Context: an optimization exercise on an open-source flow, tuned for a short achievable clock period and few clock cycles. The choices shown serve that exercise and are no tape-out recipe.
Only simulation tests tie the RTL to the original design; equivalence was not proved.
No activity file was given, so power comes from the tool's default toggle rates.

== north ==
==> module mips_cpu_harvard, before the edit <==
module mips_cpu_harvard #(
        parameter mips_pkg::word_t RESET_VECTOR = 32'hBFC0_0000
) (
        input  logic            clk,
        input  logic            arst_n,
        output logic            active,
        output mips_pkg::word_t register_v0,
        input  logic            clk_enable,
        output mips_pkg::word_t instr_address,
        input  mips_pkg::word_t instr_readdata,
        output mips_pkg::word_t data_address,
        output logic            data_write,
        output logic            data_read,
        output mips_pkg::word_t data_writedata,
        input  mips_pkg::word_t data_readdata
);
        mips_pkg::word_t pc;
        logic            fv;
        logic            d_uses_rs, d_uses_rt;
        logic [4:0]      d_dest;
        logic            d_alu_wr, d_ld, d_ld_wr, d_st, d_use_imm;
        logic            d_sub, d_and, d_or, d_slt;
        logic            d_beq, d_bne, d_blez, d_bgtz, d_jr;
        logic [4:0]      rs, rt;
        mips_pkg::word_t rf_rs, rf_rt;
        mips_pkg::word_t fwd_rs, fwd_rt;
        logic            stall;
        logic            go;
        logic            e_alu_wr, e_ld, e_ld_wr, e_st;
        logic            e_and, e_or, e_slt;
        logic            e_beq, e_bne, e_blez, e_bgtz, e_jr;
        logic [4:0]      e_dest;
        mips_pkg::word_t e_a, e_b, e_imm, opb;
        logic            e_sub, e_use_imm;
        mips_pkg::word_t alu_sum, alu_res;
        logic            a_zero, eq, taken;
        logic            m_ld, m_wr, m_st, m_v0;
        mips_pkg::word_t rf_v0;
        logic [4:0]      m_dest;
        mips_pkg::word_t m_addr, m_wdata, m_res, m_val;
        assign instr_address = pc;
        assign rs = instr_readdata[25:21];
        assign rt = instr_readdata[20:16];
        mips_control u_control (
                .instr   (instr_readdata),
                .uses_rs (d_uses_rs),
                .uses_rt (d_uses_rt),
                .dest    (d_dest),
                .alu_wr  (d_alu_wr),
                .ld      (d_ld),
                .ld_wr   (d_ld_wr),
                .st      (d_st),
                .use_imm (d_use_imm),
                .op_sub  (d_sub),
                .op_and  (d_and),
                .op_or   (d_or),
                .op_slt  (d_slt),
                .br_eq   (d_beq),
                .br_ne   (d_bne),
                .br_lez  (d_blez),
                .br_gtz  (d_bgtz),
                .br_jr   (d_jr)
        );
        mips_regfile u_regfile (
                .clk     (clk),
                .arst_n  (arst_n),
                .we      (clk_enable & m_wr),
                .wa      (m_dest),
                .wd      (m_val),
                .rs_addr (rs),
                .rt_addr (rt),
                .rs_data (rf_rs),
                .rt_data (rf_rt),
                .v0      (rf_v0)
        );
        always_comb begin
                if (e_alu_wr && e_dest == rs)     fwd_rs = alu_res;
                else if (m_wr && m_dest == rs)    fwd_rs = m_val;
                else                              fwd_rs = rf_rs;
                if (e_alu_wr && e_dest == rt)     fwd_rt = alu_res;
                else if (m_wr && m_dest == rt)    fwd_rt = m_val;
                else                              fwd_rt = rf_rt;
        end
        assign stall = e_ld_wr && ((d_uses_rs && e_dest == rs) || (d_uses_rt && e_dest == rt));
        assign go    = fv && !stall;
        always_ff @(posedge clk or negedge arst_n) begin
                if (!arst_n) begin
                        e_alu_wr  <= 1'b0;
                        e_ld      <= 1'b0;
                        e_ld_wr   <= 1'b0;
                        e_st      <= 1'b0;
                        e_and     <= 1'b0;
                        e_or      <= 1'b0;
                        e_slt     <= 1'b0;
                        e_beq     <= 1'b0;
                        e_bne     <= 1'b0;
                        e_blez    <= 1'b0;
                        e_bgtz    <= 1'b0;
                        e_jr      <= 1'b0;
                        e_dest    <= '0;
                        e_a       <= '0;
                        e_b       <= '0;
                        e_imm     <= '0;
                        e_sub     <= 1'b0;
                        e_use_imm <= 1'b0;
                end else if (clk_enable) begin
                        e_alu_wr  <= go & d_alu_wr;
                        e_ld      <= go & d_ld;
                        e_ld_wr   <= go & d_ld_wr;
                        e_st      <= go & d_st;
                        e_beq     <= go & d_beq;
                        e_bne     <= go & d_bne;
                        e_blez    <= go & d_blez;
                        e_bgtz    <= go & d_bgtz;
                        e_jr      <= go & d_jr;
                        e_and     <= d_and;
                        e_or      <= d_or;
                        e_slt     <= d_slt;
                        e_dest    <= d_dest;
                        e_a       <= fwd_rs;
                        e_b       <= fwd_rt;
                        e_imm     <= {{16{instr_readdata[15]}}, instr_readdata[15:0]};
                        e_sub     <= d_sub;
                        e_use_imm <= d_use_imm;
                end
        end
        assign opb = e_use_imm ? e_imm : (e_sub ? ~e_b : e_b);
        mips_alu u_alu (
                .a      (e_a),
                .b      (e_b),
                .opb    (opb),
                .cin    (e_sub),
                .op_and (e_and),
                .op_or  (e_or),
                .op_slt (e_slt),
                .sum    (alu_sum),
                .result (alu_res)
        );
        assign a_zero = (e_a == '0);
        assign eq     = (e_a == e_b);
        assign taken  = (e_beq & eq) | (e_bne & ~eq) | (e_blez & (e_a[31] | a_zero)) |
                        (e_bgtz & ~e_a[31] & ~a_zero) | e_jr;
        mips_pc_unit #(
                .RESET_VECTOR (RESET_VECTOR)
        ) u_pc_unit (
                .clk        (clk),
                .arst_n     (arst_n),
                .clk_enable (clk_enable),
                .stall      (stall),
                .taken      (taken),
                .take_jr    (e_jr),
                .jr_target  (e_a),
                .jr_zero    (a_zero),
                .offset     (e_imm),
                .busy       (e_ld | e_st),
                .pc         (pc),
                .fv         (fv),
                .active     (active)
        );
        always_ff @(posedge clk or negedge arst_n) begin
                if (!arst_n) begin
                        m_ld    <= 1'b0;
                        m_wr    <= 1'b0;
                        m_v0    <= 1'b0;
                        m_res   <= '0;
                        m_st    <= 1'b0;
                        m_dest  <= '0;
                        m_addr  <= '0;
                        m_wdata <= '0;
                end else if (clk_enable) begin
                        m_ld    <= e_ld;
                        m_wr    <= e_ld_wr | e_alu_wr;
                        m_v0    <= e_alu_wr && e_dest == mips_pkg::REG_V0;
                        m_res   <= alu_res;
                        m_st    <= e_st;
                        m_dest  <= e_dest;
                        m_addr  <= alu_sum;
                        m_wdata <= e_b;
                end
        end
        assign m_val = m_ld ? data_readdata : m_res;
        assign register_v0 = m_v0 ? m_res : rf_v0;
        assign data_address   = m_addr;
        assign data_writedata = m_wdata;
        assign data_read      = m_ld;
        assign data_write     = m_st & clk_enable;
endmodule
clock: 11.0 ns
lec_check: 0
cap_margin: 20
core_margin: 2
core_utilization: 25
place_density: 0.45
slew_margin: 20
standard.sh (not shown) runs the stock make flow with config.mk's settings and CLKGATE_MAP_FILE= SYNTH_SCRIPT=/design/flow/synth_recipe.tcl, a recipe that flattens the netlist after the stock synthesis.
==> flow/flow/run.sh <==
#!/bin/bash
set -euo pipefail
MARGIN=$(cat flow/margin.txt)
bash standard.sh SETUP_SLACK_MARGIN=$MARGIN finish > make_finish.log 2>&1
test -s out/final.def
==> flow/flow/margin.txt <==
6.7
Testbench counts of north, summed over its fixed seeds: cycles 21,449.
Input-level comparison between south and north:
diff --git a/flow/design.v b/flow/design.v
--- a/flow/design.v
+++ b/flow/design.v
@@ -214,19 +214,20 @@
         logic            d_sub, d_and, d_or, d_slt;
         logic            d_beq, d_bne, d_blez, d_bgtz, d_jr;
         logic [4:0]      rs, rt;
         mips_pkg::word_t rf_rs, rf_rt;
         mips_pkg::word_t fwd_rs, fwd_rt;
-        logic            stall;
         logic            go;
         logic            e_alu_wr, e_ld, e_ld_wr, e_st;
         logic            e_and, e_or, e_slt;
         logic            e_beq, e_bne, e_blez, e_bgtz, e_jr;
         logic [4:0]      e_dest;
         mips_pkg::word_t e_a, e_b, e_imm, opb;
         logic            e_sub, e_use_imm;
         mips_pkg::word_t alu_sum, alu_res;
+        logic            e_a_ld, e_b_ld, e_a_m, e_b_m, e_late, e_alu_late;
+        mips_pkg::word_t x_a, x_b, opb_fwd, alu_fwd;
         logic            a_zero, eq, taken;
         logic            m_ld, m_wr, m_st, m_v0;
         mips_pkg::word_t rf_v0;
         logic [4:0]      m_dest;
         mips_pkg::word_t m_addr, m_wdata, m_res, m_val;
@@ -264,19 +265,20 @@
                 .rs_data (rf_rs),
                 .rt_data (rf_rt),
                 .v0      (rf_v0)
         );
         always_comb begin
-                if (e_alu_wr && e_dest == rs)     fwd_rs = alu_res;
+                if (e_alu_wr && e_dest == rs)     fwd_rs = alu_fwd;
                 else if (m_wr && m_dest == rs)    fwd_rs = m_val;
                 else                              fwd_rs = rf_rs;
-                if (e_alu_wr && e_dest == rt)     fwd_rt = alu_res;
+                if (e_alu_wr && e_dest == rt)     fwd_rt = alu_fwd;
                 else if (m_wr && m_dest == rt)    fwd_rt = m_val;
                 else                              fwd_rt = rf_rt;
         end
-        assign stall = e_ld_wr && ((d_uses_rs && e_dest == rs) || (d_uses_rt && e_dest == rt));
-        assign go    = fv && !stall;
+        assign e_late     = e_a_ld | e_b_ld | e_a_m | e_b_m;
+        assign e_alu_late = e_alu_wr & e_late;
+        assign go         = fv;
         always_ff @(posedge clk or negedge arst_n) begin
                 if (!arst_n) begin
                         e_alu_wr  <= 1'b0;
                         e_ld      <= 1'b0;
                         e_ld_wr   <= 1'b0;
@@ -290,10 +292,14 @@
                         e_bgtz    <= 1'b0;
                         e_jr      <= 1'b0;
                         e_dest    <= '0;
                         e_a       <= '0;
                         e_b       <= '0;
+                        e_a_ld    <= 1'b0;
+                        e_b_ld    <= 1'b0;
+                        e_a_m     <= 1'b0;
+                        e_b_m     <= 1'b0;
                         e_imm     <= '0;
                         e_sub     <= 1'b0;
                         e_use_imm <= 1'b0;
                 end else if (clk_enable) begin
                         e_alu_wr  <= go & d_alu_wr;
@@ -309,41 +315,59 @@
                         e_or      <= d_or;
                         e_slt     <= d_slt;
                         e_dest    <= d_dest;
                         e_a       <= fwd_rs;
                         e_b       <= fwd_rt;
+                        e_a_ld    <= e_ld_wr && e_dest == rs;
+                        e_b_ld    <= e_ld_wr && e_dest == rt;
+                        e_a_m     <= e_alu_late && e_dest == rs;
+                        e_b_m     <= e_alu_late && e_dest == rt;
                         e_imm     <= {{16{instr_readdata[15]}}, instr_readdata[15:0]};
                         e_sub     <= d_sub;
                         e_use_imm <= d_use_imm;
                 end
         end
-        assign opb = e_use_imm ? e_imm : (e_sub ? ~e_b : e_b);
+        assign x_a = e_a_ld ? data_readdata : e_a_m ? m_res : e_a;
+        assign x_b = e_b_ld ? data_readdata : e_b_m ? m_res : e_b;
+        assign opb = e_use_imm ? e_imm : (e_sub ? ~x_b : x_b);
         mips_alu u_alu (
-                .a      (e_a),
-                .b      (e_b),
+                .a      (x_a),
+                .b      (x_b),
                 .opb    (opb),
                 .cin    (e_sub),
                 .op_and (e_and),
                 .op_or  (e_or),
                 .op_slt (e_slt),
                 .sum    (alu_sum),
                 .result (alu_res)
         );
-        assign a_zero = (e_a == '0);
-        assign eq     = (e_a == e_b);
-        assign taken  = (e_beq & eq) | (e_bne & ~eq) | (e_blez & (e_a[31] | a_zero)) |
-                        (e_bgtz & ~e_a[31] & ~a_zero) | e_jr;
+        assign opb_fwd = e_use_imm ? e_imm : (e_sub ? ~e_b : e_b);
+        mips_alu u_alu_fwd (
+                .a      (e_a),
+                .b      (e_b),
+                .opb    (opb_fwd),
+                .cin    (e_sub),
+                .op_and (e_and),
+                .op_or  (e_or),
+                .op_slt (e_slt),
+                .sum    (),
+                .result (alu_fwd)
+        );
+        assign a_zero = (x_a == '0);
+        assign eq     = (x_a == x_b);
+        assign taken  = (e_beq & eq) | (e_bne & ~eq) | (e_blez & (x_a[31] | a_zero)) |
+                        (e_bgtz & ~x_a[31] & ~a_zero) | e_jr;
         mips_pc_unit #(
                 .RESET_VECTOR (RESET_VECTOR)
         ) u_pc_unit (
                 .clk        (clk),
                 .arst_n     (arst_n),
                 .clk_enable (clk_enable),
-                .stall      (stall),
+                .stall      (1'b0),
                 .taken      (taken),
                 .take_jr    (e_jr),
-                .jr_target  (e_a),
+                .jr_target  (x_a),
                 .jr_zero    (a_zero),
                 .offset     (e_imm),
                 .busy       (e_ld | e_st),
                 .pc         (pc),
                 .fv         (fv),
@@ -365,11 +389,11 @@
                         m_v0    <= e_alu_wr && e_dest == mips_pkg::REG_V0;
                         m_res   <= alu_res;
                         m_st    <= e_st;
                         m_dest  <= e_dest;
                         m_addr  <= alu_sum;
-                        m_wdata <= e_b;
+                        m_wdata <= x_b;
                 end
         end
         assign m_val = m_ld ? data_readdata : m_res;
         assign register_v0 = m_v0 ? m_res : rf_v0;
         assign data_address   = m_addr;
[summary]
- Comparing transition time at the pin with the least slew margin for south and north, the smaller number came from north.
- Cmp south and north / critical path depth / lower: north
- Taking north as the reference, in south global-route usage decreased 1.4 points; total congestion overflow essentially unchanged; proportion of power drawn by the clock network now smaller.
- south completed; timing, DRC and antenna clean
- north did not stop at any stage, and its layout met the timing, DRC and antenna checks.
- Between south and north, the diode insertion count for antenna repair is higher for south.
- south vs north: inverter count up by more than a quarter
- Lower first-pass GRT wire length was reported by north, not south.
- Sort south and north by core utilization of the finished layout asc -> top: north
- Relative to north, south degrades total detailed-routing wirelength.
- Compare south and north | power higher: south
- Worst hold slack across all endpoints up 17 ps in south wrt north
- The die used by south is larger than the one used by north.
Testbench counts of south, summed over its fixed seeds: cycles 21,388.

-- what the ideal ports hide --
Ports are ideal in the flow. The routed layouts listed here were re-timed in OpenROAD. Step 1 sets driving cells, clkbuf_16 on the clock port and buf_2 on the other inputs (assumed; they add their load-dependent delay and slew). Step 2 adds t to the input delays and takes it off the output delays; t is the mean of the earliest and latest rising clock arrival at the registers after step 1. Input paths then give back, and output paths get back, about the clock's delay inside the block. a / b / c = ideal ports / drivers / drivers and shift; a / b = the first two.
| run | t (ns) | setup WS [ns] | worst setup path after step 2 |
|---|---|---|---|
| north | 0.921 | 6.253 / 5.969 / 5.538 | input to register |
| south | 0.929 | 6.091 / 6.073 / 5.144 | input to register |
After both steps setup and hold are still met in every run listed. For south, which loses most, drivers alone change the setup slack by -0.018 ns; drivers and shift together by -0.947 ns.
